From an optimization exercise on the open Yosys and OpenROAD flow, aimed at small area, a short achievable clock period and few clock cycles per item; shortcuts taken in it are not production practice. Only simulation tests tie the RTL to the original design; equivalence was not proved.

==> flow/design.v <==
`timescale 1ns / 1ps
package isqf_pkg;
  localparam int unsigned RADICAND_W  = 31;
  localparam int unsigned INT_ROOT_W  = 16;
  localparam int unsigned SCALED_W    = 33;
  localparam int unsigned INT_RAD_W   = 2 * INT_ROOT_W;
  localparam int unsigned SCALE_MAX_W = 34;
  localparam int unsigned SPLIT_W     = 17;
  localparam int unsigned PROD_W      = RADICAND_W + SPLIT_W;
  function automatic logic [63:0] pow10(input integer e);
    logic [63:0] r;
    integer      i;
    r = 64'd1;
    for (i = 0; i < e; i = i + 1) begin
      r = r * 64'd10;
    end
    pow10 = r;
  endfunction
endpackage
`timescale 1ns / 1ps
import isqf_pkg::*;
module integer_square_root_with_fraction #(
  parameter int unsigned FRAC_DIGITS = 5
) (
  input  logic                              clk_i,
  input  logic                              rst_ni,
  input  logic                              in_valid_i,
  output logic                              in_ready_o,
  input  logic [isqf_pkg::RADICAND_W-1:0]   in_radicand_i,
  output logic                              out_valid_o,
  input  logic                              out_ready_i,
  output logic [isqf_pkg::INT_ROOT_W-1:0]   out_int_root_o,
  output logic [isqf_pkg::SCALED_W-1:0]     out_scaled_root_o
);
  logic sk_v, va, vm;
  logic rdy_q;   
  logic [29:0] vs;
  logic o_v, k_v, o_load, inc;
  logic adv;
  logic [30:0] sk_d, n_a, n_in;
  logic in_fire;
  assign adv        = ~k_v;
  assign o_load     = ~o_v | out_ready_i;
  assign inc        = ~k_v & vs[29];
  assign in_ready_o = rdy_q;
  assign in_fire    = in_valid_i & ~sk_v;
  always_ff @(posedge clk_i or negedge rst_ni) begin
    if (!rst_ni) begin
      sk_v <= 1'b0;
      rdy_q <= 1'b1;
      va   <= 1'b0;
      vm   <= 1'b0;
      vs   <= '0;
    end else if (adv) begin
      sk_v <= 1'b0;
      rdy_q <= 1'b1;
      va   <= sk_v | in_fire;
      vm   <= va;
      vs   <= {vs[28:0], vm};
    end else begin
      sk_v <= sk_v | in_fire;
      rdy_q <= ~(sk_v | in_fire);
    end
  end
  logic [55:0] m_t [8];
  logic [55:0] m_s [6];
  logic [55:0] m_c [6];
  logic [55:0] ms_q, mc_q, m_d;
  logic [54:0] m_q;
  assign m_t[0] = (56'(n_a) << 23) | 56'd264;
  assign m_t[1] = 56'(n_a) << 20;
  assign m_t[2] = 56'(n_a) << 18;
  assign m_t[3] = 56'(n_a) << 16;
  assign m_t[4] = 56'(n_a) << 10;
  assign m_t[5] = (~(56'(n_a))) << 8;
  assign m_t[6] = (~(56'(n_a))) << 3;
  assign m_t[7] = 56'(n_a);
  assign m_s[0] = m_t[0] ^ m_t[1] ^ m_t[2];
  assign m_c[0] = ((m_t[0] & m_t[1]) | (m_t[0] & m_t[2]) | (m_t[1] & m_t[2])) << 1;
  assign m_s[1] = m_t[3] ^ m_t[4] ^ m_t[5];
  assign m_c[1] = ((m_t[3] & m_t[4]) | (m_t[3] & m_t[5]) | (m_t[4] & m_t[5])) << 1;
  assign m_s[2] = m_t[6] ^ m_t[7] ^ m_s[0];
  assign m_c[2] = ((m_t[6] & m_t[7]) | (m_t[6] & m_s[0]) | (m_t[7] & m_s[0])) << 1;
  assign m_s[3] = m_c[0] ^ m_s[1] ^ m_c[1];
  assign m_c[3] = ((m_c[0] & m_s[1]) | (m_c[0] & m_c[1]) | (m_s[1] & m_c[1])) << 1;
  assign m_s[4] = m_s[2] ^ m_c[2] ^ m_s[3];
  assign m_c[4] = ((m_s[2] & m_c[2]) | (m_s[2] & m_s[3]) | (m_c[2] & m_s[3])) << 1;
  assign m_s[5] = m_s[4] ^ m_c[4] ^ m_c[3];
  assign m_c[5] = ((m_s[4] & m_c[4]) | (m_s[4] & m_c[3]) | (m_c[4] & m_c[3])) << 1;
  assign m_d = ms_q + mc_q;
  assign m_q = m_d[54:0];
  assign n_in = sk_v ? sk_d : in_radicand_i;
  always_ff @(posedge clk_i) begin
    if (!adv && !sk_v) sk_d <= in_radicand_i;
    if (adv) begin
      n_a   <= n_in;
      ms_q <= m_s[5];
      mc_q <= m_c[5];
    end
  end
  logic [1:0] s0_t0_r; logic s0_t0_g;
  assign s0_t0_g = |{1'b0, m_q[54]};
  assign s0_t0_r = {1'b0, m_q[54]} - 2'(s0_t0_g);
  logic [3:0] s0_t1_c, s0_t1_tr, s0_t1_d; logic s0_t1_g; logic [2:0] s0_t1_r; logic [1:0] s0_t1_q;
  assign s0_t1_c  = {s0_t0_r, m_q[53:52]};
  assign s0_t1_tr = 4'({s0_t0_g, 2'b01});
  assign s0_t1_d  = s0_t1_c - s0_t1_tr;
  assign s0_t1_g  = ~s0_t1_d[3];
  assign s0_t1_r  = s0_t1_g ? s0_t1_d[2:0] : s0_t1_c[2:0];
  assign s0_t1_q  = {s0_t0_g, s0_t1_g};
  logic [1:0] s0_q;
  logic [2:0] s0_r;
  logic [51:0] s0_rad;
  always_ff @(posedge clk_i) begin
    if (adv) begin
      s0_q <= s0_t1_q;
      s0_r <= s0_t1_r;
      s0_rad <= m_q[51:0];
    end
  end
  logic [4:0] s1_t0_c, s1_t0_tr, s1_t0_d; logic s1_t0_g; logic [3:0] s1_t0_r; logic [2:0] s1_t0_q;
  assign s1_t0_c  = {s0_r, s0_rad[51:50]};
  assign s1_t0_tr = 5'({s0_q, 2'b01});
  assign s1_t0_d  = s1_t0_c - s1_t0_tr;
  assign s1_t0_g  = ~s1_t0_d[4];
  assign s1_t0_r  = s1_t0_g ? s1_t0_d[3:0] : s1_t0_c[3:0];
  assign s1_t0_q  = {s0_q, s1_t0_g};
  logic [5:0] s1_t1_c, s1_t1_tr, s1_t1_d; logic s1_t1_g; logic [4:0] s1_t1_r; logic [3:0] s1_t1_q;
  assign s1_t1_c  = {s1_t0_r, s0_rad[49:48]};
  assign s1_t1_tr = 6'({s1_t0_q, 2'b01});
  assign s1_t1_d  = s1_t1_c - s1_t1_tr;
  assign s1_t1_g  = ~s1_t1_d[5];
  assign s1_t1_r  = s1_t1_g ? s1_t1_d[4:0] : s1_t1_c[4:0];
  assign s1_t1_q  = {s1_t0_q, s1_t1_g};
  logic [3:0] s1_q;
  logic [4:0] s1_r;
  logic [47:0] s1_rad;
  always_ff @(posedge clk_i) begin
    if (adv) begin
      s1_q <= s1_t1_q;
      s1_r <= s1_t1_r;
      s1_rad <= s0_rad[47:0];
    end
  end
  logic [6:0] s2_t0_c, s2_t0_tr, s2_t0_d; logic s2_t0_g; logic [5:0] s2_t0_r; logic [4:0] s2_t0_q;
  assign s2_t0_c  = {s1_r, s1_rad[47:46]};
  assign s2_t0_tr = 7'({s1_q, 2'b01});
  assign s2_t0_d  = s2_t0_c - s2_t0_tr;
  assign s2_t0_g  = ~s2_t0_d[6];
  assign s2_t0_r  = s2_t0_g ? s2_t0_d[5:0] : s2_t0_c[5:0];
  assign s2_t0_q  = {s1_q, s2_t0_g};
  logic [4:0] s2_q;
  logic [5:0] s2_r;
  logic [45:0] s2_rad;
  always_ff @(posedge clk_i) begin
    if (adv) begin
      s2_q <= s2_t0_q;
      s2_r <= s2_t0_r;
      s2_rad <= s1_rad[45:0];
    end
  end
  logic [7:0] s3_t0_c, s3_t0_tr, s3_t0_d; logic s3_t0_g; logic [6:0] s3_t0_r; logic [5:0] s3_t0_q;
  assign s3_t0_c  = {s2_r, s2_rad[45:44]};
  assign s3_t0_tr = 8'({s2_q, 2'b01});
  assign s3_t0_d  = s3_t0_c - s3_t0_tr;
  assign s3_t0_g  = ~s3_t0_d[7];
  assign s3_t0_r  = s3_t0_g ? s3_t0_d[6:0] : s3_t0_c[6:0];
  assign s3_t0_q  = {s2_q, s3_t0_g};
  logic [5:0] s3_q;
  logic [6:0] s3_r;
  logic [43:0] s3_rad;
  always_ff @(posedge clk_i) begin
    if (adv) begin
      s3_q <= s3_t0_q;
      s3_r <= s3_t0_r;
      s3_rad <= s2_rad[43:0];
    end
  end
  logic [8:0] s4_t0_c, s4_t0_tr, s4_t0_d; logic s4_t0_g; logic [7:0] s4_t0_r; logic [6:0] s4_t0_q;
  assign s4_t0_c  = {s3_r, s3_rad[43:42]};
  assign s4_t0_tr = 9'({s3_q, 2'b01});
  assign s4_t0_d  = s4_t0_c - s4_t0_tr;
  assign s4_t0_g  = ~s4_t0_d[8];
  assign s4_t0_r  = s4_t0_g ? s4_t0_d[7:0] : s4_t0_c[7:0];
  assign s4_t0_q  = {s3_q, s4_t0_g};
  logic [6:0] s4_q;
  logic [7:0] s4_r;
  logic [41:0] s4_rad;
  always_ff @(posedge clk_i) begin
    if (adv) begin
      s4_q <= s4_t0_q;
      s4_r <= s4_t0_r;
      s4_rad <= s3_rad[41:0];
    end
  end
  logic [9:0] s5_t0_c, s5_t0_tr, s5_t0_d; logic s5_t0_g; logic [8:0] s5_t0_r; logic [7:0] s5_t0_q;
  assign s5_t0_c  = {s4_r, s4_rad[41:40]};
  assign s5_t0_tr = 10'({s4_q, 2'b01});
  assign s5_t0_d  = s5_t0_c - s5_t0_tr;
  assign s5_t0_g  = ~s5_t0_d[9];
  assign s5_t0_r  = s5_t0_g ? s5_t0_d[8:0] : s5_t0_c[8:0];
  assign s5_t0_q  = {s4_q, s5_t0_g};
  logic [7:0] s5_q;
  logic [8:0] s5_r;
  logic [39:0] s5_rad;
  always_ff @(posedge clk_i) begin
    if (adv) begin
      s5_q <= s5_t0_q;
      s5_r <= s5_t0_r;
      s5_rad <= s4_rad[39:0];
    end
  end
  logic [10:0] s6_t0_c, s6_t0_tr, s6_t0_d; logic s6_t0_g; logic [9:0] s6_t0_r; logic [8:0] s6_t0_q;
  assign s6_t0_c  = {s5_r, s5_rad[39:38]};
  assign s6_t0_tr = 11'({s5_q, 2'b01});
  assign s6_t0_d  = s6_t0_c - s6_t0_tr;
  assign s6_t0_g  = ~s6_t0_d[10];
  assign s6_t0_r  = s6_t0_g ? s6_t0_d[9:0] : s6_t0_c[9:0];
  assign s6_t0_q  = {s5_q, s6_t0_g};
  logic [8:0] s6_q;
  logic [9:0] s6_r;
  logic [37:0] s6_rad;
  always_ff @(posedge clk_i) begin
    if (adv) begin
      s6_q <= s6_t0_q;
      s6_r <= s6_t0_r;
      s6_rad <= s5_rad[37:0];
    end
  end
  logic [11:0] s7_t0_c, s7_t0_tr, s7_t0_d; logic s7_t0_g; logic [10:0] s7_t0_r; logic [9:0] s7_t0_q;
  assign s7_t0_c  = {s6_r, s6_rad[37:36]};
  assign s7_t0_tr = 12'({s6_q, 2'b01});
  assign s7_t0_d  = s7_t0_c - s7_t0_tr;
  assign s7_t0_g  = ~s7_t0_d[11];
  assign s7_t0_r  = s7_t0_g ? s7_t0_d[10:0] : s7_t0_c[10:0];
  assign s7_t0_q  = {s6_q, s7_t0_g};
  logic [9:0] s7_q;
  logic [10:0] s7_r;
  logic [35:0] s7_rad;
  always_ff @(posedge clk_i) begin
    if (adv) begin
      s7_q <= s7_t0_q;
      s7_r <= s7_t0_r;
      s7_rad <= s6_rad[35:0];
    end
  end
  logic [12:0] s8_t0_c, s8_t0_tr, s8_t0_d; logic s8_t0_g; logic [11:0] s8_t0_r; logic [10:0] s8_t0_q;
  assign s8_t0_c  = {s7_r, s7_rad[35:34]};
  assign s8_t0_tr = 13'({s7_q, 2'b01});
  assign s8_t0_d  = s8_t0_c - s8_t0_tr;
  assign s8_t0_g  = ~s8_t0_d[12];
  assign s8_t0_r  = s8_t0_g ? s8_t0_d[11:0] : s8_t0_c[11:0];
  assign s8_t0_q  = {s7_q, s8_t0_g};
  logic [10:0] s8_q;
  logic [11:0] s8_r;
  logic [33:0] s8_rad;
  always_ff @(posedge clk_i) begin
    if (adv) begin
      s8_q <= s8_t0_q;
      s8_r <= s8_t0_r;
      s8_rad <= s7_rad[33:0];
    end
  end
  logic [13:0] s9_t0_c, s9_t0_tr, s9_t0_d; logic s9_t0_g; logic [12:0] s9_t0_r; logic [11:0] s9_t0_q;
  assign s9_t0_c  = {s8_r, s8_rad[33:32]};
  assign s9_t0_tr = 14'({s8_q, 2'b01});
  assign s9_t0_d  = s9_t0_c - s9_t0_tr;
  assign s9_t0_g  = ~s9_t0_d[13];
  assign s9_t0_r  = s9_t0_g ? s9_t0_d[12:0] : s9_t0_c[12:0];
  assign s9_t0_q  = {s8_q, s9_t0_g};
  logic [11:0] s9_q;
  logic [12:0] s9_r;
  logic [31:0] s9_rad;
  always_ff @(posedge clk_i) begin
    if (adv) begin
      s9_q <= s9_t0_q;
      s9_r <= s9_t0_r;
      s9_rad <= s8_rad[31:0];
    end
  end
  logic [14:0] s10_t0_c, s10_t0_tr, s10_t0_d; logic s10_t0_g; logic [13:0] s10_t0_r; logic [12:0] s10_t0_q;
  assign s10_t0_c  = {s9_r, s9_rad[31:30]};
  assign s10_t0_tr = 15'({s9_q, 2'b01});
  assign s10_t0_d  = s10_t0_c - s10_t0_tr;
  assign s10_t0_g  = ~s10_t0_d[14];
  assign s10_t0_r  = s10_t0_g ? s10_t0_d[13:0] : s10_t0_c[13:0];
  assign s10_t0_q  = {s9_q, s10_t0_g};
  logic [12:0] s10_q;
  logic [13:0] s10_r;
  logic [29:0] s10_rad;
  always_ff @(posedge clk_i) begin
    if (adv) begin
      s10_q <= s10_t0_q;
      s10_r <= s10_t0_r;
      s10_rad <= s9_rad[29:0];
    end
  end
  logic [15:0] s11_t0_c, s11_t0_tr, s11_t0_d; logic s11_t0_g; logic [14:0] s11_t0_r; logic [13:0] s11_t0_q;
  assign s11_t0_c  = {s10_r, s10_rad[29:28]};
  assign s11_t0_tr = 16'({s10_q, 2'b01});
  assign s11_t0_d  = s11_t0_c - s11_t0_tr;
  assign s11_t0_g  = ~s11_t0_d[15];
  assign s11_t0_r  = s11_t0_g ? s11_t0_d[14:0] : s11_t0_c[14:0];
  assign s11_t0_q  = {s10_q, s11_t0_g};
  logic [13:0] s11_q;
  logic [14:0] s11_r;
  logic [27:0] s11_rad;
  always_ff @(posedge clk_i) begin
    if (adv) begin
      s11_q <= s11_t0_q;
      s11_r <= s11_t0_r;
      s11_rad <= s10_rad[27:0];
    end
  end
  logic [16:0] s12_t0_c, s12_t0_tr, s12_t0_d; logic s12_t0_g; logic [15:0] s12_t0_r; logic [14:0] s12_t0_q;
  assign s12_t0_c  = {s11_r, s11_rad[27:26]};
  assign s12_t0_tr = 17'({s11_q, 2'b01});
  assign s12_t0_d  = s12_t0_c - s12_t0_tr;
  assign s12_t0_g  = ~s12_t0_d[16];
  assign s12_t0_r  = s12_t0_g ? s12_t0_d[15:0] : s12_t0_c[15:0];
  assign s12_t0_q  = {s11_q, s12_t0_g};
  logic [14:0] s12_q;
  logic [15:0] s12_r;
  logic [25:0] s12_rad;
  always_ff @(posedge clk_i) begin
    if (adv) begin
      s12_q <= s12_t0_q;
      s12_r <= s12_t0_r;
      s12_rad <= s11_rad[25:0];
    end
  end
  logic [17:0] s13_t0_c, s13_t0_tr, s13_t0_d; logic s13_t0_g; logic [16:0] s13_t0_r; logic [15:0] s13_t0_q;
  assign s13_t0_c  = {s12_r, s12_rad[25:24]};
  assign s13_t0_tr = 18'({s12_q, 2'b01});
  assign s13_t0_d  = s13_t0_c - s13_t0_tr;
  assign s13_t0_g  = ~s13_t0_d[17];
  assign s13_t0_r  = s13_t0_g ? s13_t0_d[16:0] : s13_t0_c[16:0];
  assign s13_t0_q  = {s12_q, s13_t0_g};
  logic [15:0] s13_q;
  logic [16:0] s13_r;
  logic [23:0] s13_rad;
  always_ff @(posedge clk_i) begin
    if (adv) begin
      s13_q <= s13_t0_q;
      s13_r <= s13_t0_r;
      s13_rad <= s12_rad[23:0];
    end
  end
  logic [18:0] s14_t0_c, s14_t0_tr, s14_t0_d; logic s14_t0_g; logic [17:0] s14_t0_r; logic [16:0] s14_t0_q;
  assign s14_t0_c  = {s13_r, s13_rad[23:22]};
  assign s14_t0_tr = 19'({s13_q, 2'b01});
  assign s14_t0_d  = s14_t0_c - s14_t0_tr;
  assign s14_t0_g  = ~s14_t0_d[18];
  assign s14_t0_r  = s14_t0_g ? s14_t0_d[17:0] : s14_t0_c[17:0];
  assign s14_t0_q  = {s13_q, s14_t0_g};
  logic [16:0] s14_q;
  logic [17:0] s14_r;
  logic [21:0] s14_rad;
  always_ff @(posedge clk_i) begin
    if (adv) begin
      s14_q <= s14_t0_q;
      s14_r <= s14_t0_r;
      s14_rad <= s13_rad[21:0];
    end
  end
  logic [19:0] s15_t0_c, s15_t0_tr, s15_t0_d; logic s15_t0_g; logic [18:0] s15_t0_r; logic [17:0] s15_t0_q;
  assign s15_t0_c  = {s14_r, s14_rad[21:20]};
  assign s15_t0_tr = 20'({s14_q, 2'b01});
  assign s15_t0_d  = s15_t0_c - s15_t0_tr;
  assign s15_t0_g  = ~s15_t0_d[19];
  assign s15_t0_r  = s15_t0_g ? s15_t0_d[18:0] : s15_t0_c[18:0];
  assign s15_t0_q  = {s14_q, s15_t0_g};
  logic [17:0] s15_q;
  logic [18:0] s15_r;
  logic [19:0] s15_rad;
  always_ff @(posedge clk_i) begin
    if (adv) begin
      s15_q <= s15_t0_q;
      s15_r <= s15_t0_r;
      s15_rad <= s14_rad[19:0];
    end
  end
  logic [20:0] s16_t0_c, s16_t0_tr, s16_t0_d; logic s16_t0_g; logic [19:0] s16_t0_r; logic [18:0] s16_t0_q;
  assign s16_t0_c  = {s15_r, s15_rad[19:18]};
  assign s16_t0_tr = 21'({s15_q, 2'b01});
  assign s16_t0_d  = s16_t0_c - s16_t0_tr;
  assign s16_t0_g  = ~s16_t0_d[20];
  assign s16_t0_r  = s16_t0_g ? s16_t0_d[19:0] : s16_t0_c[19:0];
  assign s16_t0_q  = {s15_q, s16_t0_g};
  logic [18:0] s16_q;
  logic [19:0] s16_r;
  logic [17:0] s16_rad;
  always_ff @(posedge clk_i) begin
    if (adv) begin
      s16_q <= s16_t0_q;
      s16_r <= s16_t0_r;
      s16_rad <= s15_rad[17:0];
    end
  end
  logic [21:0] s17_t0_c, s17_t0_tr, s17_t0_d; logic s17_t0_g; logic [20:0] s17_t0_r; logic [19:0] s17_t0_q;
  assign s17_t0_c  = {s16_r, s16_rad[17:16]};
  assign s17_t0_tr = 22'({s16_q, 2'b01});
  assign s17_t0_d  = s17_t0_c - s17_t0_tr;
  assign s17_t0_g  = ~s17_t0_d[21];
  assign s17_t0_r  = s17_t0_g ? s17_t0_d[20:0] : s17_t0_c[20:0];
  assign s17_t0_q  = {s16_q, s17_t0_g};
  logic [19:0] s17_q;
  logic [20:0] s17_r;
  logic [15:0] s17_rad;
  always_ff @(posedge clk_i) begin
    if (adv) begin
      s17_q <= s17_t0_q;
      s17_r <= s17_t0_r;
      s17_rad <= s16_rad[15:0];
    end
  end
  logic [22:0] s18_t0_c, s18_t0_tr, s18_t0_d; logic s18_t0_g; logic [21:0] s18_t0_r; logic [20:0] s18_t0_q;
  assign s18_t0_c  = {s17_r, s17_rad[15:14]};
  assign s18_t0_tr = 23'({s17_q, 2'b01});
  assign s18_t0_d  = s18_t0_c - s18_t0_tr;
  assign s18_t0_g  = ~s18_t0_d[22];
  assign s18_t0_r  = s18_t0_g ? s18_t0_d[21:0] : s18_t0_c[21:0];
  assign s18_t0_q  = {s17_q, s18_t0_g};
  logic [20:0] s18_q;
  logic [21:0] s18_r;
  logic [13:0] s18_rad;
  always_ff @(posedge clk_i) begin
    if (adv) begin
      s18_q <= s18_t0_q;
      s18_r <= s18_t0_r;
      s18_rad <= s17_rad[13:0];
    end
  end
  logic [23:0] s19_t0_c, s19_t0_tr, s19_t0_d; logic s19_t0_g; logic [22:0] s19_t0_r; logic [21:0] s19_t0_q;
  assign s19_t0_c  = {s18_r, s18_rad[13:12]};
  assign s19_t0_tr = 24'({s18_q, 2'b01});
  assign s19_t0_d  = s19_t0_c - s19_t0_tr;
  assign s19_t0_g  = ~s19_t0_d[23];
  assign s19_t0_r  = s19_t0_g ? s19_t0_d[22:0] : s19_t0_c[22:0];
  assign s19_t0_q  = {s18_q, s19_t0_g};
  logic [21:0] s19_q;
  logic [22:0] s19_r;
  logic [11:0] s19_rad;
  always_ff @(posedge clk_i) begin
    if (adv) begin
      s19_q <= s19_t0_q;
      s19_r <= s19_t0_r;
      s19_rad <= s18_rad[11:0];
    end
  end
  logic [24:0] s20_t0_c, s20_t0_tr, s20_t0_d; logic s20_t0_g; logic [23:0] s20_t0_r; logic [22:0] s20_t0_q;
  assign s20_t0_c  = {s19_r, s19_rad[11:10]};
  assign s20_t0_tr = 25'({s19_q, 2'b01});
  assign s20_t0_d  = s20_t0_c - s20_t0_tr;
  assign s20_t0_g  = ~s20_t0_d[24];
  assign s20_t0_r  = s20_t0_g ? s20_t0_d[23:0] : s20_t0_c[23:0];
  assign s20_t0_q  = {s19_q, s20_t0_g};
  logic [22:0] s20_q;
  logic [23:0] s20_r;
  logic [9:0] s20_rad;
  always_ff @(posedge clk_i) begin
    if (adv) begin
      s20_q <= s20_t0_q;
      s20_r <= s20_t0_r;
      s20_rad <= s19_rad[9:0];
    end
  end
  logic [25:0] s21_t0_c, s21_t0_tr, s21_t0_d; logic s21_t0_g; logic [24:0] s21_t0_r; logic [23:0] s21_t0_q;
  assign s21_t0_c  = {s20_r, s20_rad[9:8]};
  assign s21_t0_tr = 26'({s20_q, 2'b01});
  assign s21_t0_d  = s21_t0_c - s21_t0_tr;
  assign s21_t0_g  = ~s21_t0_d[25];
  assign s21_t0_r  = s21_t0_g ? s21_t0_d[24:0] : s21_t0_c[24:0];
  assign s21_t0_q  = {s20_q, s21_t0_g};
  logic [23:0] s21_q;
  logic [24:0] s21_r;
  logic [7:0] s21_rad;
  always_ff @(posedge clk_i) begin
    if (adv) begin
      s21_q <= s21_t0_q;
      s21_r <= s21_t0_r;
      s21_rad <= s20_rad[7:0];
    end
  end
  logic [26:0] s22_t0_c, s22_t0_tr, s22_t0_d; logic s22_t0_g; logic [25:0] s22_t0_r; logic [24:0] s22_t0_q;
  assign s22_t0_c  = {s21_r, s21_rad[7:6]};
  assign s22_t0_tr = 27'({s21_q, 2'b01});
  assign s22_t0_d  = s22_t0_c - s22_t0_tr;
  assign s22_t0_g  = ~s22_t0_d[26];
  assign s22_t0_r  = s22_t0_g ? s22_t0_d[25:0] : s22_t0_c[25:0];
  assign s22_t0_q  = {s21_q, s22_t0_g};
  logic [24:0] s22_q;
  logic [25:0] s22_r;
  logic [5:0] s22_rad;
  always_ff @(posedge clk_i) begin
    if (adv) begin
      s22_q <= s22_t0_q;
      s22_r <= s22_t0_r;
      s22_rad <= s21_rad[5:0];
    end
  end
  logic [27:0] s23_t0_c, s23_t0_tr, s23_t0_d; logic s23_t0_g; logic [26:0] s23_t0_r; logic [25:0] s23_t0_q;
  assign s23_t0_c  = {s22_r, s22_rad[5:4]};
  assign s23_t0_tr = 28'({s22_q, 2'b01});
  assign s23_t0_d  = s23_t0_c - s23_t0_tr;
  assign s23_t0_g  = ~s23_t0_d[27];
  assign s23_t0_r  = s23_t0_g ? s23_t0_d[26:0] : s23_t0_c[26:0];
  assign s23_t0_q  = {s22_q, s23_t0_g};
  logic [12:0] s23_v13_x; logic s23_v13_g; logic [11:0] s23_v13_r;
  assign s23_v13_x = s22_q[24:12];
  assign s23_v13_g = (s23_v13_x >= 13'd3125);
  assign s23_v13_r = 12'(s23_v13_g ? (s23_v13_x - 13'd3125) : s23_v13_x);
  logic [12:0] s23_v14_x; logic s23_v14_g; logic [11:0] s23_v14_r; logic [1:0] s23_v14_q;
  assign s23_v14_x = {s23_v13_r, s22_q[11]};
  assign s23_v14_g = (s23_v14_x >= 13'd3125);
  assign s23_v14_r = 12'(s23_v14_g ? (s23_v14_x - 13'd3125) : s23_v14_x);
  assign s23_v14_q = {s23_v13_g, s23_v14_g};
  logic [25:0] s23_q;
  logic [26:0] s23_r;
  logic [3:0] s23_rad;
  logic [11:0] s23_dr; logic [1:0] s23_dq;
  always_ff @(posedge clk_i) begin
    if (adv) begin
      s23_q <= s23_t0_q;
      s23_r <= s23_t0_r;
      s23_rad <= s22_rad[3:0];
      s23_dr <= s23_v14_r;
      s23_dq <= s23_v14_q;
    end
  end
  logic [28:0] s24_t0_c, s24_t0_tr, s24_t0_d; logic s24_t0_g; logic [27:0] s24_t0_r; logic [26:0] s24_t0_q;
  assign s24_t0_c  = {s23_r, s23_rad[3:2]};
  assign s24_t0_tr = 29'({s23_q, 2'b01});
  assign s24_t0_d  = s24_t0_c - s24_t0_tr;
  assign s24_t0_g  = ~s24_t0_d[28];
  assign s24_t0_r  = s24_t0_g ? s24_t0_d[27:0] : s24_t0_c[27:0];
  assign s24_t0_q  = {s23_q, s24_t0_g};
  logic [12:0] s24_v15_x; logic s24_v15_g; logic [11:0] s24_v15_r; logic [2:0] s24_v15_q;
  assign s24_v15_x = {s23_dr, s23_q[11]};
  assign s24_v15_g = (s24_v15_x >= 13'd3125);
  assign s24_v15_r = 12'(s24_v15_g ? (s24_v15_x - 13'd3125) : s24_v15_x);
  assign s24_v15_q = {s23_dq, s24_v15_g};
  logic [12:0] s24_v16_x; logic s24_v16_g; logic [11:0] s24_v16_r; logic [3:0] s24_v16_q;
  assign s24_v16_x = {s24_v15_r, s23_q[10]};
  assign s24_v16_g = (s24_v16_x >= 13'd3125);
  assign s24_v16_r = 12'(s24_v16_g ? (s24_v16_x - 13'd3125) : s24_v16_x);
  assign s24_v16_q = {s24_v15_q, s24_v16_g};
  logic [26:0] s24_q;
  logic [27:0] s24_r;
  logic [1:0] s24_rad;
  logic [11:0] s24_dr; logic [3:0] s24_dq;
  always_ff @(posedge clk_i) begin
    if (adv) begin
      s24_q <= s24_t0_q;
      s24_r <= s24_t0_r;
      s24_rad <= s23_rad[1:0];
      s24_dr <= s24_v16_r;
      s24_dq <= s24_v16_q;
    end
  end
  logic [29:0] s25_t0_c, s25_t0_tr, s25_t0_d; logic s25_t0_g; logic [28:0] s25_t0_r; logic [27:0] s25_t0_q;
  assign s25_t0_c  = {s24_r, s24_rad[1:0]};
  assign s25_t0_tr = 30'({s24_q, 2'b01});
  assign s25_t0_d  = s25_t0_c - s25_t0_tr;
  assign s25_t0_g  = ~s25_t0_d[29];
  assign s25_t0_r  = s25_t0_g ? s25_t0_d[28:0] : s25_t0_c[28:0];
  assign s25_t0_q  = {s24_q, s25_t0_g};
  logic [12:0] s25_v17_x; logic s25_v17_g; logic [11:0] s25_v17_r; logic [4:0] s25_v17_q;
  assign s25_v17_x = {s24_dr, s24_q[10]};
  assign s25_v17_g = (s25_v17_x >= 13'd3125);
  assign s25_v17_r = 12'(s25_v17_g ? (s25_v17_x - 13'd3125) : s25_v17_x);
  assign s25_v17_q = {s24_dq, s25_v17_g};
  logic [12:0] s25_v18_x; logic s25_v18_g; logic [11:0] s25_v18_r; logic [5:0] s25_v18_q;
  assign s25_v18_x = {s25_v17_r, s24_q[9]};
  assign s25_v18_g = (s25_v18_x >= 13'd3125);
  assign s25_v18_r = 12'(s25_v18_g ? (s25_v18_x - 13'd3125) : s25_v18_x);
  assign s25_v18_q = {s25_v17_q, s25_v18_g};
  logic [27:0] s25_q;
  logic [28:0] s25_r;
  logic [11:0] s25_dr; logic [5:0] s25_dq;
  always_ff @(posedge clk_i) begin
    if (adv) begin
      s25_q <= s25_t0_q;
      s25_r <= s25_t0_r;
      s25_dr <= s25_v18_r;
      s25_dq <= s25_v18_q;
    end
  end
  logic [30:0] s26_t0_c, s26_t0_tr, s26_t0_d; logic s26_t0_g; logic [29:0] s26_t0_r; logic [28:0] s26_t0_q;
  assign s26_t0_c  = {s25_r, 2'b00};
  assign s26_t0_tr = 31'({s25_q, 2'b01});
  assign s26_t0_d  = s26_t0_c - s26_t0_tr;
  assign s26_t0_g  = ~s26_t0_d[30];
  assign s26_t0_r  = s26_t0_g ? s26_t0_d[29:0] : s26_t0_c[29:0];
  assign s26_t0_q  = {s25_q, s26_t0_g};
  logic [12:0] s26_v19_x; logic s26_v19_g; logic [11:0] s26_v19_r; logic [6:0] s26_v19_q;
  assign s26_v19_x = {s25_dr, s25_q[9]};
  assign s26_v19_g = (s26_v19_x >= 13'd3125);
  assign s26_v19_r = 12'(s26_v19_g ? (s26_v19_x - 13'd3125) : s26_v19_x);
  assign s26_v19_q = {s25_dq, s26_v19_g};
  logic [12:0] s26_v20_x; logic s26_v20_g; logic [11:0] s26_v20_r; logic [7:0] s26_v20_q;
  assign s26_v20_x = {s26_v19_r, s25_q[8]};
  assign s26_v20_g = (s26_v20_x >= 13'd3125);
  assign s26_v20_r = 12'(s26_v20_g ? (s26_v20_x - 13'd3125) : s26_v20_x);
  assign s26_v20_q = {s26_v19_q, s26_v20_g};
  logic [28:0] s26_q;
  logic [29:0] s26_r;
  logic [11:0] s26_dr; logic [7:0] s26_dq;
  always_ff @(posedge clk_i) begin
    if (adv) begin
      s26_q <= s26_t0_q;
      s26_r <= s26_t0_r;
      s26_dr <= s26_v20_r;
      s26_dq <= s26_v20_q;
    end
  end
  logic [31:0] s27_t0_c, s27_t0_tr, s27_t0_d; logic s27_t0_g; logic [30:0] s27_t0_r; logic [29:0] s27_t0_q;
  assign s27_t0_c  = {s26_r, 2'b00};
  assign s27_t0_tr = 32'({s26_q, 2'b01});
  assign s27_t0_d  = s27_t0_c - s27_t0_tr;
  assign s27_t0_g  = ~s27_t0_d[31];
  assign s27_t0_r  = s27_t0_g ? s27_t0_d[30:0] : s27_t0_c[30:0];
  assign s27_t0_q  = {s26_q, s27_t0_g};
  logic [12:0] s27_v21_x; logic s27_v21_g; logic [11:0] s27_v21_r; logic [8:0] s27_v21_q;
  assign s27_v21_x = {s26_dr, s26_q[8]};
  assign s27_v21_g = (s27_v21_x >= 13'd3125);
  assign s27_v21_r = 12'(s27_v21_g ? (s27_v21_x - 13'd3125) : s27_v21_x);
  assign s27_v21_q = {s26_dq, s27_v21_g};
  logic [12:0] s27_v22_x; logic s27_v22_g; logic [11:0] s27_v22_r; logic [9:0] s27_v22_q;
  assign s27_v22_x = {s27_v21_r, s26_q[7]};
  assign s27_v22_g = (s27_v22_x >= 13'd3125);
  assign s27_v22_r = 12'(s27_v22_g ? (s27_v22_x - 13'd3125) : s27_v22_x);
  assign s27_v22_q = {s27_v21_q, s27_v22_g};
  logic [29:0] s27_q;
  logic [30:0] s27_r;
  logic [11:0] s27_dr; logic [9:0] s27_dq;
  always_ff @(posedge clk_i) begin
    if (adv) begin
      s27_q <= s27_t0_q;
      s27_r <= s27_t0_r;
      s27_dr <= s27_v22_r;
      s27_dq <= s27_v22_q;
    end
  end
  logic [32:0] s28_t0_c, s28_t0_tr, s28_t0_d; logic s28_t0_g; logic [31:0] s28_t0_r; logic [30:0] s28_t0_q;
  assign s28_t0_c  = {s27_r, 2'b00};
  assign s28_t0_tr = 33'({s27_q, 2'b01});
  assign s28_t0_d  = s28_t0_c - s28_t0_tr;
  assign s28_t0_g  = ~s28_t0_d[32];
  assign s28_t0_r  = s28_t0_g ? s28_t0_d[31:0] : s28_t0_c[31:0];
  assign s28_t0_q  = {s27_q, s28_t0_g};
  logic [12:0] s28_v23_x; logic s28_v23_g; logic [11:0] s28_v23_r; logic [10:0] s28_v23_q;
  assign s28_v23_x = {s27_dr, s27_q[7]};
  assign s28_v23_g = (s28_v23_x >= 13'd3125);
  assign s28_v23_r = 12'(s28_v23_g ? (s28_v23_x - 13'd3125) : s28_v23_x);
  assign s28_v23_q = {s27_dq, s28_v23_g};
  logic [12:0] s28_v24_x; logic s28_v24_g; logic [11:0] s28_v24_r; logic [11:0] s28_v24_q;
  assign s28_v24_x = {s28_v23_r, s27_q[6]};
  assign s28_v24_g = (s28_v24_x >= 13'd3125);
  assign s28_v24_r = 12'(s28_v24_g ? (s28_v24_x - 13'd3125) : s28_v24_x);
  assign s28_v24_q = {s28_v23_q, s28_v24_g};
  logic [30:0] s28_q;
  logic [31:0] s28_r;
  logic [11:0] s28_dr; logic [11:0] s28_dq;
  always_ff @(posedge clk_i) begin
    if (adv) begin
      s28_q <= s28_t0_q;
      s28_r <= s28_t0_r;
      s28_dr <= s28_v24_r;
      s28_dq <= s28_v24_q;
    end
  end
  logic [33:0] s29_t0_c, s29_t0_tr, s29_t0_d; logic s29_t0_g; logic [32:0] s29_t0_r; logic [31:0] s29_t0_q;
  assign s29_t0_c  = {s28_r, 2'b00};
  assign s29_t0_tr = 34'({s28_q, 2'b01});
  assign s29_t0_d  = s29_t0_c - s29_t0_tr;
  assign s29_t0_g  = ~s29_t0_d[33];
  assign s29_t0_r  = s29_t0_g ? s29_t0_d[32:0] : s29_t0_c[32:0];
  assign s29_t0_q  = {s28_q, s29_t0_g};
  logic [12:0] s29_v25_x; logic s29_v25_g; logic [11:0] s29_v25_r; logic [12:0] s29_v25_q;
  assign s29_v25_x = {s28_dr, s28_q[6]};
  assign s29_v25_g = (s29_v25_x >= 13'd3125);
  assign s29_v25_r = 12'(s29_v25_g ? (s29_v25_x - 13'd3125) : s29_v25_x);
  assign s29_v25_q = {s28_dq, s29_v25_g};
  logic [12:0] s29_v26_x; logic s29_v26_g; logic [11:0] s29_v26_r; logic [13:0] s29_v26_q;
  assign s29_v26_x = {s29_v25_r, s28_q[5]};
  assign s29_v26_g = (s29_v26_x >= 13'd3125);
  assign s29_v26_r = 12'(s29_v26_g ? (s29_v26_x - 13'd3125) : s29_v26_x);
  assign s29_v26_q = {s29_v25_q, s29_v26_g};
  logic [31:0] s29_q;
  logic [32:0] s29_r;
  logic [11:0] s29_dr; logic [13:0] s29_dq;
  always_ff @(posedge clk_i) begin
    if (adv) begin
      s29_q <= s29_t0_q;
      s29_r <= s29_t0_r;
      s29_dr <= s29_v26_r;
      s29_dq <= s29_v26_q;
    end
  end
  logic [34:0] s30_t0_c, s30_t0_tr, s30_t0_d; logic s30_t0_g; logic [33:0] s30_t0_r; logic [32:0] s30_t0_q;
  assign s30_t0_c  = {s29_r, 2'b00};
  assign s30_t0_tr = 35'({s29_q, 2'b01});
  assign s30_t0_d  = s30_t0_c - s30_t0_tr;
  assign s30_t0_g  = ~s30_t0_d[34];
  assign s30_t0_r  = s30_t0_g ? s30_t0_d[33:0] : s30_t0_c[33:0];
  assign s30_t0_q  = {s29_q, s30_t0_g};
  logic [12:0] s30_v27_x; logic s30_v27_g; logic [11:0] s30_v27_r; logic [14:0] s30_v27_q;
  assign s30_v27_x = {s29_dr, s29_q[5]};
  assign s30_v27_g = (s30_v27_x >= 13'd3125);
  assign s30_v27_r = 12'(s30_v27_g ? (s30_v27_x - 13'd3125) : s30_v27_x);
  assign s30_v27_q = {s29_dq, s30_v27_g};
  logic [12:0] s30_v28_x; logic s30_v28_g; logic [11:0] s30_v28_r; logic [15:0] s30_v28_q;
  assign s30_v28_x = {s30_v27_r, s29_q[4]};
  assign s30_v28_g = (s30_v28_x >= 13'd3125);
  assign s30_v28_r = 12'(s30_v28_g ? (s30_v28_x - 13'd3125) : s30_v28_x);
  assign s30_v28_q = {s30_v27_q, s30_v28_g};
  logic [32:0] s30_q;
  logic [11:0] s30_dr; logic [15:0] s30_dq;
  logic [32:0] k_q; logic [15:0] k_dq;
  always_ff @(posedge clk_i or negedge rst_ni) begin
    if (!rst_ni) begin
      o_v <= 1'b0;
      k_v <= 1'b0;
    end else if (o_load) begin
      o_v <= k_v | inc;
      k_v <= 1'b0;
    end else if (inc) begin
      k_v <= 1'b1;
    end
  end
  always_ff @(posedge clk_i) begin
    if (o_load) begin
      s30_q  <= k_v ? k_q : s30_t0_q;
      s30_dq <= k_v ? k_dq : s30_v28_q;
    end
    if (!k_v) begin
      k_q  <= s30_t0_q;
      k_dq <= s30_v28_q;
    end
  end
  assign out_valid_o       = o_v;
  assign out_scaled_root_o = s30_q;
  assign out_int_root_o    = s30_dq;
endmodule
==> flow/run.sh <==
#!/bin/bash
# synth_recipe.tcl (not shown) runs the flow's synth.tcl, then flattens the netlist and writes it again
# the make line also repeats each setting of config.mk as NAME=value (left out here)
make -C /OpenROAD-flow-scripts/flow DESIGN_CONFIG=/design/flow/config.mk WORK_HOME=/design/flow/orfs CLKGATE_MAP_FILE= SYNTH_SCRIPT=/design/flow/synth_recipe.tcl finish
==> flow/config.mk <==
export PLATFORM = sky130hd
export DESIGN_NAME = integer_square_root_with_fraction
export DESIGN_NICKNAME = integer_square_root_with_fraction
export VERILOG_FILES = /design/flow/design.v
export SDC_FILE = /design/flow/constraint.sdc
export NUM_CORES = 4
export LEC_CHECK = 0
export ABC_AREA = 1
export CAP_MARGIN = 20
export CORE_MARGIN = 2
export CORE_UTILIZATION = 55
export PLACE_DENSITY = 0.68
export SETUP_SLACK_MARGIN = 4.9
export SLEW_MARGIN = 20
==> flow/constraint.sdc <==
create_clock -name core_clock -period 8.0 [get_ports {clk_i}]
set_input_delay 1.6000 -clock core_clock [delete_from_list [all_inputs] [get_ports {clk_i}]]
set_output_delay 1.6000 -clock core_clock [all_outputs]
set_load 0.01 [all_outputs]
==> results of run 1 <==
repair_timing:
| action | 4_1_cts | 5_1_grt |
|---|---|---|
| pin swaps | 11 | 37 |
| buffers inserted | 71 | 67 |
| resized for setup | 290 | 145 |
| gates cloned | 6 | 8 |
| setup endpoints to repair | 1092 | 698 |
registers in the layout, summed over array words and instances, names as in the netlist, 34 cells and up:
register,count
s7_rad,36
mc_q,49
s1_rad,48
s0_rad,52
s6_rad,38
s4_rad,42
ms_q,55
s2_rad,46
s3_rad,44
s5_rad,40
s8_rad,34
per-stage QoR:
stage / area, um^2 / TNS [ps]
after floorplan: 115000 / -20970
after global placement: 119000 / 0
after detailed placement: 119000 / 0
after CTS: 127600 / 0
after global routing: 128800 / 0
final: 128800 / 0
placed cells by master, fill, tap and decap left out, types with 18 or more instances in the layout:
| cell type | n |
|---|---|
| a21oi_1 | 801 |
| nand2_1 | 2302 |
| o21bai_1 | 59 |
| nor2_2 | 22 |
| mux2_2 | 32 |
| o21ai_1 | 100 |
| clkbuf_1 | 43 |
| nor2_1 | 729 |
| a21o_1 | 74 |
| xor2_1 | 394 |
| buf_2 | 45 |
| diode_2 | 30 |
| clkinv_1 | 36 |
| o21a_1 | 18 |
| nand4_1 | 98 |
| nand3_1 | 400 |
| xnor2_1 | 246 |
| fa_1 | 175 |
| a21boi_0 | 25 |
| dfxtp_1 | 49 |
| inv_2 | 52 |
| bufinv_16 | 31 |
| ha_1 | 683 |
| o21ai_0 | 556 |
| clkdlybuf4s50_1 | 33 |
| inv_1 | 1455 |
| buf_4 | 149 |
| clkbuf_16 | 229 |
| edfxtp_1 | 2081 |
| a31oi_1 | 66 |
| dfrtp_1 | 33 |
| nor3_1 | 86 |
| clkinv_2 | 42 |
| nand2_2 | 45 |
| clkinvlp_4 | 22 |
| o21ai_2 | 31 |
critical path: stages, from the launching register on:
cell	delay, ps
edfxtp_1	510
clkinvlp_4	250
fa_1	570
fa_1	460
fa_1	530
inv_1	50
fa_1	440
worst max path at each step:
stage	start	endpoint	slack (ps)	cells after the start
floorplan	k_v	sk_d[0]	-680	4
global placement	s28_q[6]	s29_r[29]	4030	16
detailed placement	s28_q[6]	s29_r[29]	4060	16
CTS	rdy_q	in_ready_o	4830	1
global route	n_a[18]	ms_q[28]	4840	6
finish	n_a[18]	ms_q[28]	4880	6
kinds of logic (layout without fill, tap and decap cells):
logic type	after synthesis	in the layout	synth area share [%]
AOI/OAI and AO/OA	1834	1835	8.791
and+or+nand+nor	3803	3804	13.71
muxes	32	32	0.3134
adders and majority gates	867	867	10.60
buffers and inverters	1675	2226	5.696
xor gates and xnor gates	645	647	4.912
other	1	31	0.003261
DFF	2166	2166	55.98
per-layer routing:
| layer | share of wire (%) | vias to the layer above | track usage (%) |
|---|---|---|---|
| met1 | 44 | 37380 | 35.21 |
| met2 | 47 | 1992 | 42.92 |
| met3 | 4.7 | 447 | 3.238 |
| met4 | 4.0 | 0 | 10.24 |
| li1 | - | 38310 | - |
| met5 | 0 | - | 0 |
final cells by class:
class                   count  area, um^2
well taps                2788        3488
clock inverters           149        1891
diodes                     30       75.07
fillers                 16860       78720
inverters                1521        5831
clock buffers             278        5952
multi-input cells        7186       44690
flip-flops and latches   2166       64380
repair buffers            272        2417
repair inverters            6       52.55
==> reports/metrics.yaml, run 1 <==
outcome:
  status: "finished clean"
sta:
  skew_ps: 70.51
  fin_hold_ws_ps: 368.1
  worst_pin_slew_ps: 1069
  setup_viol: 0
  worst_slack_ps: 4880
  rsz0062_at_grt: "yes"
  fmax_mhz: 320.6
  slew-limit-headroom_pct: 28.71
  finalHoldViolations: 0
  min_period_over_period_pct: 38.99
  maxSlewViolCount: 0
  period_minus_slack_ps: 3120
route:
  totalWireLength_um: 280400
  via_per_inst: 5.427
  drcViolationCount: 0
  drt-initial-drc-count: 6114
  drtPass1Iterations: 6
  antenna_left: 0
  vias: 78120
  wl_per_cell_um: 19.48
clocking:
  path_clk_slew_ps: 60
  insertion_delay_ps: 890
  cts_buffer_depth: 3
  htreeDepth: 4
  cts_root_buffer: "clkbuf_16"
  cts_hold_buffers: 0
  cts_made_buffers: 225
  cts_tree: "done"
  cts_sinks: 2166
global_route:
  grt_pass1_wl_um: 429200
  grt_overflow: 0
  grt_max_degree: 146
  grtUsageTotal_pct: 26.05
  first_global_vias: 75870
  antenna_found_initial: 8
synth:
  avgSynthCellArea_um2: 10.43
  yosysWarnings: 4
  ys_seq_area_share_pct: 55.98
  synth_top_area_share_pct: 54.34
  synth-main-ff-cell: "edfxtp_1"
  synth-seq-cells: 2166
  yosysMostFrequentCell: "nand2_1"
  synth_edf_count: 2081
  syn-instance-count: 11020
  yosys-top-cells-area: "edfxtp_1 (54%), nand2_1 (7.6%), ha_1 (7.5%)"
  syn_nets: 11930
  synthArstFlopShare_pct: 1.662
  synth_commonest_cells: "nand2_1 (2,321), edfxtp_1 (2,081), inv_1 (1,471), a21oi_1 (810), nor2_1 (737)"
  syn-cell-area_mm2: 0.1150
  yosys.area.top_type: "edfxtp_1"
  ys_types: 67
finish:
  areaGrowthSynthToFinish_pct: 11.98
  fin_nets: 12280
  instances_no_fill: 14400
  utilization_pct: 62.06
  drive_above_1_share_pct: 7.920
place:
  hpwl_um: 206400
  io_buffers: 85
  dpl_worst_slack_ps: 4056
  gp_congestion: 0.9384
  dp_cells: 13790
die:
  die_area_mm2: 0.2128
  core-area_mm2: 0.2075
  start_util_pct: 55.42
  die_h_um: 461.3
  die_w_um: 461.3
  ioPinCount: 86
  rows: 167
worst_setup_path:
  worstPathRequired_ps: 8570
  cp-start-kind: "flop"
  end_kind: "flop"
  reg2reg_depth: 6
  arrival_ps: 3690
  path_max_fanout: 3
  r2r_end: "ms_q[28]"
  r2r-start: "n_a[18]"
  crit_type: "flop to flop"
  r2r_setup_slack_ps: 4880
worst_hold_path:
  hold_path_class: "flop to flop"
  hp-start: "s27_dq[2]"
  worstHoldPathCells: 0
  min_to: "s28_dq[4]"
flow_run:
  cap_violations: 0
Testbench counts, summed over its fixed seeds: cycles 8,264, items 8,000.
==> run 2: changes to the inputs <==
--- a/flow/config.mk
+++ b/flow/config.mk
@@ -8,7 +8,7 @@
 export ABC_AREA = 1
 export CAP_MARGIN = 20
 export CORE_MARGIN = 2
-export CORE_UTILIZATION = 55
-export PLACE_DENSITY = 0.68
+export CORE_UTILIZATION = 65
+export PLACE_DENSITY = 0.76
 export SETUP_SLACK_MARGIN = 4.9
 export SLEW_MARGIN = 20
==> run 2 against run 1 <==
Highest routed layer unchanged. Fmax increased by 0.85%. Synthesized cell count is the same. Via count rose by 2.1%. Still clean on timing, DRC and antenna. Utilization rose by 10 points. First-iteration DRC count grew 31%. Clock skew is 28 ps lower.
==> reports/metrics.yaml, run 2 <==
place:
  dp_cells: 13340
  dpl_worst_slack_ps: 4320
  gp_congestion: 0.9630
  hpwl_um: 195200
  io_buffers: 85
synth:
  ys_types: 67
  yosysMostFrequentCell: "nand2_1"
  synthArstFlopShare_pct: 1.662
  ys_seq_area_share_pct: 55.98
  yosysWarnings: 4
  synth_edf_count: 2081
  synth_commonest_cells: "nand2_1 (2,321), edfxtp_1 (2,081), inv_1 (1,471), a21oi_1 (810), nor2_1 (737)"
  syn-cell-area_mm2: 0.1150
  synth-seq-cells: 2166
  syn_nets: 11930
  synth-main-ff-cell: "edfxtp_1"
  syn-instance-count: 11020
  yosys-top-cells-area: "edfxtp_1 (54%), nand2_1 (7.6%), ha_1 (7.5%)"
  avgSynthCellArea_um2: 10.43
  yosys.area.top_type: "edfxtp_1"
  synth_top_area_share_pct: 54.34
sta:
  worst_slack_ps: 4907
  finalHoldViolations: 0
  period_minus_slack_ps: 3093
  setup_viol: 0
  min_period_over_period_pct: 38.67
  worst_pin_slew_ps: 1139
  rsz0062_at_grt: "yes"
  fmax_mhz: 323.3
  maxSlewViolCount: 0
  skew_ps: 42.57
  fin_hold_ws_ps: 403.4
  slew-limit-headroom_pct: 24.10
clocking:
  cts_sinks: 2166
  insertion_delay_ps: 880
  cts_buffer_depth: 3
  htreeDepth: 4
  cts_tree: "done"
  cts_root_buffer: "clkbuf_16"
  path_clk_slew_ps: 60
  cts_hold_buffers: 0
  cts_made_buffers: 216
route:
  vias: 79750
  drtPass1Iterations: 8
  totalWireLength_um: 274800
  via_per_inst: 5.747
  wl_per_cell_um: 19.80
  drcViolationCount: 0
  drt-initial-drc-count: 8004
  antenna_left: 0
worst_setup_path:
  r2r-start: "s20_q[1]"
  r2r_setup_slack_ps: 4910
  crit_family: "flip-flops"
  crit_type: "flop to output pin"
  cp_num_buf_inv: 1
  crit_chain: "buf_6"
  end_kind: "output pin"
  reg2reg_depth: 12
  arrival_ps: 1490
  r2r_end: "s21_r[18]"
  cpMaxStageDelayCell: "dfstp_2"
  path_max_fanout: 1
  critical-path-max-stage-delay_ps: 520
  worstPathRequired_ps: 6400
  cp-start-kind: "flop"
finish:
  reg_top3: "ms_q x55, s0_rad x52, mc_q x49"
  final_common_cell: "nand2_1"
  drive_above_1_share_pct: 7.586
  fin_nets: 12240
  areaGrowthSynthToFinish_pct: 10.80
  instances_no_fill: 13880
  layout_common_cells: "nand2_1 (2,298), edfxtp_1 (2,081), inv_1 (1,461)"
  largest_register_ffs: 55
  regMostFlops: "ms_q"
die:
  die_h_um: 424.6
  die_area_mm2: 0.1803
  die_w_um: 424.6
  start_util_pct: 65.37
  rows: 154
  core-area_mm2: 0.1759
  ioPinCount: 86
global_route:
  grt_max_degree: 200
  grt_pass1_wl_um: 424700
  grt_overflow: 0
  first_global_vias: 78190
  antenna_found_initial: 0
  grtUsageTotal_pct: 30.02
worst_hold_path:
  worstHoldPathCells: 0
  hold_path_class: "flop to flop"
  hp-start: "s0_rad[21]"
  min_to: "s1_rad[21]"
outcome:
  status: "finished clean"
flow_run:
  cap_violations: 0
run 2: changes by cell type in the layout (fill, tap and decap cells not counted), moves of 13 or more:
cell | previous run | this run
diode_2 | 30 | 1
buf_4 | 149 | 122
o21ai_1 | 100 | 79
o21ai_0 | 556 | 571
clkbuf_1 | 43 | 30
run 2: what timing repair did:
action	4_1_cts	5_1_grt
gates cloned	4	10
endpoints found under the setup margin	938	594
pin swaps	4	27
gates resized for setup	277	137
setup buffers	50	62
run 2: metrics by stage:
stage	util, %	instance area, um^2	setup TNS [ps]
6_report	72.43	127400	0
3_5_place_dp	67.32	118400	0
2_1_floorplan	-	115000	-20970
3_3_place_gp	67.32	118400	0
5_1_grt	72.43	127400	0
4_1_cts	71.79	126300	0
run 2: metal layers:
| metal | vias to the layer above | GRT usage [%] | share of wire [%] |
|---|---|---|---|
| met3 | 672 | 3.952 | 5.7 |
| met4 | 0 | 11.83 | 4.2 |
| met2 | 2826 | 51.66 | 49 |
| met1 | 38050 | 38.71 | 41 |
| met5 | - | 0 | 0 |
| li1 | 38200 | - | - |
run 2: cell families (layout without fill, tap and decap cells):
| group | count (synthesis) | count (layout) | synth area share, % |
|---|---|---|---|
| AOI/OAI and AO/OA | 1834 | 1835 | 8.791 |
| buffers and inverters | 1675 | 2180 | 5.696 |
| adders and majority gates | 867 | 867 | 10.60 |
| other | 1 | 2 | 0.003261 |
| xor gates and xnor gates | 645 | 646 | 4.912 |
| and+or+nand+nor | 3803 | 3807 | 13.71 |
| muxes | 32 | 32 | 0.3134 |
| DFF | 2166 | 2166 | 55.98 |
run 2: worst max-delay path by stage:
| stage | start | to | cells past startpoint |
|---|---|---|---|
| after floorplan | k_v | sk_d[0] | 4 |
| after global placement | s22_q[13] | s23_dr[0] | 17 |
| after detailed placement | s22_q[12] | s23_dr[10] | 16 |
| after CTS | rdy_q | in_ready_o | 1 |
| after global routing | s20_q[1] | s21_r[18] | 12 |
| final | rdy_q | in_ready_o | 1 |
run 2: layout make-up:
cell class / instances / area (um^2)
Inverter: 1521 / 5837
Sequential cell: 2166 / 64380
Timing Repair Buffer: 241 / 2130
Clock buffer: 257 / 5703
Clock inverter: 155 / 1722
Timing Repair inverter: 6 / 57.56
Multi-Input combinational cell: 7188 / 44660
Antenna cell: 1 / 2.502
Fill cell: 12040 / 48500
Tap cell: 2340 / 2928

## separate check: timing with driven ports
In the flow no input, the clock included, has a driving cell. The finished layouts below were timed again as built, in two steps. Step 1 assumes that a clkbuf_16 drives the clock port and a buf_2 every other input. Step 2, shift: input delay + t, output delay - t, t = (earliest + latest rising clock arrival at the registers) / 2. This alone moves slack from input paths to output paths. Slacks: ideal / step 1 / step 2; pairs: ideal / step 1.
| run | shift t [ns] | slack for setup (ns) | worst setup path after step 2 | clock arrival spread, ns |
|---|---|---|---|---|
| run 1 | 0.945 | 4.880 / 4.816 / 4.801 | input to register | 0.075 / 0.075 |
| run 2 | 0.951 | 4.907 / 4.817 / 4.790 | input to register | 0.046 / 0.046 |
After both steps setup and hold are still met in every run listed. The setup slack of run 2, which loses most, moves by -0.090 ns with the drivers and by -0.117 ns with both steps.
